This is an optimization exercise on Yosys and OpenROAD, whose aim is small area, not a production implementation. Only simulation tests tie the RTL to the original design; equivalence was not proved. Power and IR drop assume default switching activity.

## delta
==> flow/design.v <==
module avmm_fir_coef_bank #(
  parameter int N_TAPS    = 16,
  parameter int COEF_W    = 16,
  parameter int DATA_W    = 32,
  parameter int ADDR_W    = 10,
  parameter int BURST_W   = 4,
  parameter int MAX_BURST = 8,
  parameter int N_PIO     = 8
) (
  input  logic                     clk_clk,
  input  logic                     reset_reset,
  input  logic [ADDR_W-1:0]        s0_address,
  input  logic                     s0_read,
  input  logic                     s0_write,
  input  logic [DATA_W-1:0]        s0_writedata,
  input  logic [DATA_W/8-1:0]      s0_byteenable,
  input  logic [BURST_W-1:0]       s0_burstcount,
  output logic [DATA_W-1:0]        s0_readdata,
  output logic                     s0_readdatavalid,
  output logic                     s0_waitrequest,
  output logic [N_PIO-1:0]         pio_export,
  output logic [N_TAPS*COEF_W-1:0] coef_active,
  output logic                     coef_busy,
  output logic                     coef_update
);
  logic [15:0] shadow_q [16];
  logic [15:0] active_q [16];
  logic [7:0]  pio_q;
  logic        burst_err_q, commit_pend_q;
  logic        busy_q, done_q;
  logic [3:0]  copy_idx_q;
  logic [3:0]  rem_q;
  logic [10:0] addr_q;
  logic        rd1_valid_q;
  logic [15:0] readdata_q;
  logic        readdatavalid_q;
  logic        rem_nz, rd_busy, wr_open, waitreq, rd_acc, wr_first, wr_beat, we;
  logic        bc_bad, wr_open_nxt, commit_hit, status_clr, start_copy;
  logic [3:0]  bc_rem;
  logic [10:0] addr_inc, waddr;
  logic        w_sh, w_ctrl, w_status, w_pio, w_set, w_clr;
  logic [15:0] rd_data;
  always_comb begin
    rem_nz   = (rem_q != 4'd0);
    rd_busy  = rem_nz & rd1_valid_q;
    wr_open  = rem_nz & !rd1_valid_q;
    waitreq  = busy_q | rd_busy | (wr_open & s0_read & !s0_write);
    rd_acc   = s0_read & !s0_write & !busy_q & !rem_nz;
    wr_first = s0_write & !busy_q & !rem_nz;
    wr_beat  = s0_write & wr_open;
    we       = s0_write & !busy_q & !rd_busy;
    bc_bad   = (s0_burstcount == 4'd0) || (s0_burstcount > 4'd8);
    bc_rem   = bc_bad ? 4'd0 : s0_burstcount - 4'd1;
    addr_inc = addr_q + 11'd1;
    waddr    = wr_first ? {1'b0, s0_address} : addr_inc;
    if (wr_first)     wr_open_nxt = (bc_rem != 4'd0);
    else if (wr_beat) wr_open_nxt = (rem_q != 4'd1);
    else              wr_open_nxt = wr_open;
    w_ctrl   = (waddr == 11'd0);
    w_status = (waddr == 11'd1);
    w_pio    = (waddr == 11'd2);
    w_set    = (waddr == 11'd3);
    w_clr    = (waddr == 11'd4);
    w_sh     = (waddr[10:4] == 7'b0010000);
    commit_hit = we & w_ctrl & s0_byteenable[0] & s0_writedata[0];
    status_clr = we & w_status & s0_byteenable[0] & s0_writedata[1];
    start_copy = (commit_hit | commit_pend_q) & !wr_open_nxt & !busy_q;
  end
  always_comb begin
    rd_data = 16'd0;
    if (addr_q == 11'd1) rd_data = {14'd0, burst_err_q, busy_q};
    else if (addr_q == 11'd2) rd_data = {8'd0, pio_q};
    else if (addr_q[10:4] == 7'b0010000) rd_data = shadow_q[addr_q[3:0]];
    else if (addr_q[10:4] == 7'b0100000) rd_data = active_q[addr_q[3:0]];
  end
  always_ff @(posedge clk_clk or posedge reset_reset) begin
    if (reset_reset) begin
      pio_q           <= '0;
      burst_err_q     <= 1'b0;
      commit_pend_q   <= 1'b0;
      busy_q          <= 1'b0;
      done_q          <= 1'b0;
      copy_idx_q      <= '0;
      rem_q           <= '0;
      rd1_valid_q     <= 1'b0;
      readdata_q      <= '0;
      readdatavalid_q <= 1'b0;
    end else begin
      rd1_valid_q <= rd_acc | rd_busy;
      if (rd_acc | wr_first) rem_q <= bc_rem;
      else if (rd_busy | wr_beat) rem_q <= rem_q - 4'd1;
      readdatavalid_q <= rd1_valid_q;
      if (rd1_valid_q) readdata_q <= rd_data;
      if (we) begin
        if (w_pio)      pio_q <= s0_byteenable[0] ? s0_writedata[7:0] : pio_q;
        else if (w_set) pio_q <= pio_q | (s0_writedata[7:0] & {8{s0_byteenable[0]}});
        else if (w_clr) pio_q <= pio_q & ~(s0_writedata[7:0] & {8{s0_byteenable[0]}});
      end
      if (status_clr) burst_err_q <= 1'b0;
      if ((rd_acc | wr_first) & bc_bad) burst_err_q <= 1'b1;
      commit_pend_q <= (commit_hit | commit_pend_q) & !start_copy;
      if (busy_q) begin
        copy_idx_q <= copy_idx_q + 4'd1;
        if (copy_idx_q == 4'd15) begin
          busy_q <= 1'b0;
          done_q <= 1'b1;
        end
      end else begin
        done_q <= 1'b0;
        if (start_copy) busy_q <= 1'b1;
      end
    end
  end
  always_ff @(posedge clk_clk) begin
    if (rd_acc | wr_first)      addr_q <= {1'b0, s0_address};
    else if (rd_busy | wr_beat) addr_q <= addr_inc;
  end
  for (genvar i = 0; i < 16; i++) begin : g_tap
    always_ff @(posedge clk_clk or posedge reset_reset) begin
      if (reset_reset) begin
        shadow_q[i] <= '0;
        active_q[i] <= '0;
      end else begin
        if (we & w_sh & (waddr[3:0] == i)) begin
          if (s0_byteenable[0]) shadow_q[i][7:0]  <= s0_writedata[7:0];
          if (s0_byteenable[1]) shadow_q[i][15:8] <= s0_writedata[15:8];
        end
        if (busy_q & (copy_idx_q == i)) active_q[i] <= shadow_q[i];
      end
    end
    assign coef_active[i*16 +: 16] = active_q[i];
  end
  assign s0_readdata      = {{16{readdata_q[15]}}, readdata_q};
  assign s0_readdatavalid = readdatavalid_q;
  assign s0_waitrequest   = waitreq;
  assign pio_export       = pio_q;
  assign coef_busy        = busy_q;
  assign coef_update      = done_q;
endmodule
==> flow/config.mk <==
export PLATFORM = sky130hd
export DESIGN_NAME = avmm_fir_coef_bank
export DESIGN_NICKNAME = avmm_fir_coef_bank
export VERILOG_FILES = /design/flow/design.v
export SDC_FILE = /design/flow/constraint.sdc
export NUM_CORES = 4
export LEC_CHECK = 0
export ABC_AREA = 1
export CAP_MARGIN = 20
export CORE_MARGIN = 2
export CORE_UTILIZATION = 55
export SLEW_MARGIN = 20
==> flow/constraint.sdc <==
create_clock -name core_clock -period 10.0 [get_ports {clk_clk}]
set_input_delay 2.0000 -clock core_clock [delete_from_list [all_inputs] [get_ports {clk_clk}]]
set_output_delay 2.0000 -clock core_clock [all_outputs]
set_load 0.01 [all_outputs]
standard.sh (not shown) runs the stock make flow with config.mk's settings and CLKGATE_MAP_FILE= SYNTH_SCRIPT=/design/flow/synth_recipe.tcl, a recipe that flattens the netlist after the stock synthesis.
==> flow/flow/run.sh <==
#!/bin/bash
set -euo pipefail
bash standard.sh \
  "BUFFER_PORTS_ARGS=-buffer_cell sky130_fd_sc_hd__buf_1" \
  "CTS_ARGS=-sink_clustering_enable -repair_clock_nets -dont_use_dummy_load -buf_list sky130_fd_sc_hd__clkbuf_8 -sink_clustering_size 15 -sink_clustering_max_diameter 50" \
  finish > flow_standard.log 2>&1
The following lists how gamma was set up differently from delta:
==> flow/design.v <==
module avmm_fir_coef_bank #(
  parameter int N_TAPS    = 16,
  parameter int COEF_W    = 16,
  parameter int DATA_W    = 32,
  parameter int ADDR_W    = 10,
  parameter int BURST_W   = 4,
  parameter int MAX_BURST = 8,
  parameter int N_PIO     = 8
) (
  input  logic                     clk_clk,
  input  logic                     reset_reset,
  input  logic [ADDR_W-1:0]        s0_address,
  input  logic                     s0_read,
  input  logic                     s0_write,
  input  logic [DATA_W-1:0]        s0_writedata,
  input  logic [DATA_W/8-1:0]      s0_byteenable,
  input  logic [BURST_W-1:0]       s0_burstcount,
  output logic [DATA_W-1:0]        s0_readdata,
  output logic                     s0_readdatavalid,
  output logic                     s0_waitrequest,
  output logic [N_PIO-1:0]         pio_export,
  output logic [N_TAPS*COEF_W-1:0] coef_active,
  output logic                     coef_busy,
  output logic                     coef_update
);
  logic [15:0] shadow_q [16];
  logic [15:0] active_q [16];
  logic [7:0]  pio_q;
  logic        burst_err_q, commit_pend_q;
  logic [4:0]  st_q;
  logic        busy_q;
  logic [2:0]  rem_q;
  logic [10:0] addr_q;
  logic        rd1_valid_q;
  logic [15:0] readdata_q;
  logic        readdatavalid_q;
  logic        rem_nz, rd_busy, wr_open, waitreq, rd_acc, wr_first, wr_beat, we;
  logic        bc_bad, wr_open_nxt, commit_hit, status_clr, start_copy;
  logic [2:0]  bc_rem;
  logic [10:0] addr_inc, waddr;
  logic        w_sh, w_ctrl, w_status, w_pio, w_set, w_clr;
  logic [15:0] rd_data;
  logic        sh_we;
  logic [15:0] sh_wd;
  always_comb begin
    busy_q   = st_q[4];
    rem_nz   = (rem_q != 3'd0);
    rd_busy  = rem_nz & rd1_valid_q;
    wr_open  = rem_nz & !rd1_valid_q;
    waitreq  = busy_q | rd_busy | (wr_open & s0_read & !s0_write);
    rd_acc   = s0_read & !s0_write & !busy_q & !rem_nz;
    wr_first = s0_write & !busy_q & !rem_nz;
    wr_beat  = s0_write & wr_open;
    we       = s0_write & !busy_q & !rd_busy;
    bc_bad   = (s0_burstcount == 4'd0) || (s0_burstcount > 4'd8);
    bc_rem   = bc_bad ? 3'd0 : 3'(s0_burstcount - 4'd1);
    addr_inc = addr_q + 11'd1;
    waddr    = wr_first ? {1'b0, s0_address} : addr_inc;
    if (wr_first)     wr_open_nxt = (bc_rem != 3'd0);
    else if (wr_beat) wr_open_nxt = (rem_q != 3'd1);
    else              wr_open_nxt = wr_open;
    w_ctrl   = (waddr == 11'd0);
    w_status = (waddr == 11'd1);
    w_pio    = (waddr == 11'd2);
    w_set    = (waddr == 11'd3);
    w_clr    = (waddr == 11'd4);
    w_sh     = (waddr[10:4] == 7'b0010000);
    commit_hit = we & w_ctrl & s0_byteenable[0] & s0_writedata[0];
    status_clr = we & w_status & s0_byteenable[0] & s0_writedata[1];
    start_copy = (commit_hit | commit_pend_q) & !wr_open_nxt & !busy_q;
    sh_we      = we & w_sh;
    sh_wd      = reset_reset ? 16'd0 : s0_writedata[15:0];
  end
  always_comb begin
    rd_data = 16'd0;
    if (addr_q == 11'd1) rd_data = {14'd0, burst_err_q, busy_q};
    else if (addr_q == 11'd2) rd_data = {8'd0, pio_q};
    else if (addr_q[10:4] == 7'b0010000) rd_data = shadow_q[addr_q[3:0]];
    else if (addr_q[10:4] == 7'b0100000) rd_data = active_q[addr_q[3:0]];
  end
  always_ff @(posedge clk_clk or posedge reset_reset) begin
    if (reset_reset) begin
      pio_q           <= '0;
      burst_err_q     <= 1'b0;
      commit_pend_q   <= 1'b0;
      st_q            <= '0;
      rem_q           <= '0;
      rd1_valid_q     <= 1'b0;
      readdata_q      <= '0;
      readdatavalid_q <= 1'b0;
    end else begin
      rd1_valid_q <= rd_acc | rd_busy;
      if (rd_acc | wr_first) rem_q <= bc_rem;
      else if (rd_busy | wr_beat) rem_q <= rem_q - 3'd1;
      readdatavalid_q <= rd1_valid_q;
      if (rd1_valid_q) readdata_q <= rd_data;
      if (we) begin
        if (w_pio)      pio_q <= s0_byteenable[0] ? s0_writedata[7:0] : pio_q;
        else if (w_set) pio_q <= pio_q | (s0_writedata[7:0] & {8{s0_byteenable[0]}});
        else if (w_clr) pio_q <= pio_q & ~(s0_writedata[7:0] & {8{s0_byteenable[0]}});
      end
      if (status_clr) burst_err_q <= 1'b0;
      if ((rd_acc | wr_first) & bc_bad) burst_err_q <= 1'b1;
      commit_pend_q <= (commit_hit | commit_pend_q) & !start_copy;
      if (busy_q) st_q <= (st_q[3:0] == 4'd15) ? 5'b00001 : {1'b1, st_q[3:0] + 4'd1};
      else        st_q <= {start_copy, 4'd0};
    end
  end
  always_ff @(posedge clk_clk) begin
    if (rd_acc | wr_first)      addr_q <= {1'b0, s0_address};
    else if (rd_busy | wr_beat) addr_q <= addr_inc;
  end
  for (genvar i = 0; i < 16; i++) begin : g_tap
    always_ff @(posedge clk_clk) begin
      if (reset_reset | (sh_we & (waddr[3:0] == i) & s0_byteenable[0])) shadow_q[i][7:0]  <= sh_wd[7:0];
      if (reset_reset | (sh_we & (waddr[3:0] == i) & s0_byteenable[1])) shadow_q[i][15:8] <= sh_wd[15:8];
    end
    always_ff @(posedge clk_clk or posedge reset_reset) begin
      if (reset_reset) active_q[i] <= '0;
      else if (busy_q & (st_q[3:0] == i)) active_q[i] <= shadow_q[i];
    end
    assign coef_active[i*16 +: 16] = active_q[i];
  end
  assign s0_readdata      = {{16{readdata_q[15]}}, readdata_q};
  assign s0_readdatavalid = readdatavalid_q;
  assign s0_waitrequest   = waitreq;
  assign pio_export       = pio_q;
  assign coef_busy        = busy_q;
  assign coef_update      = !st_q[4] & st_q[0];
endmodule
## What came out
- In gamma the antenna diode count turned out 1 lower than in delta.
- First-iteration DRC count on gamma is down relative to delta.
- Every stage of the flow completed for gamma, and the final layout passed the timing, DRC and antenna checks.
- gamma vs delta, uppermost layer routed: met5 vs met4
- [compare] base=delta new=gamma: synthesized cell count now smaller, wire length on met1 now smaller, internal portion of total power now larger.

port drivers added, routing unchanged:
The results above use ideal ports. As a check the final layouts listed here were re-extracted and re-timed, cells and wires unchanged. Step 1 sets driving cells, clkbuf_16 on the clock port and buf_2 on the other inputs (assumed; they add their load-dependent delay and slew). Step 2 moves the port delays by t, midway between the first and last clock arrival at a register: inputs arrive t later, outputs are due t later. That takes back most of the time a late clock gives input paths. Slacks: ideal ports / drivers / drivers and shift; pairs: ideal ports / drivers.
run | t (ns) | setup WS [ns] | hold slack, ns
delta | 0.746 | 5.479 / 5.454 / 4.968 | 0.479 / 0.479 / 0.479
gamma | 0.725 | 5.209 / 5.187 / 4.575 | 0.455 / 0.455 / 0.455
After both steps every run listed still meets setup and hold. The setup slack of gamma, which loses most, moves by -0.022 ns with the drivers and by -0.634 ns with both steps.
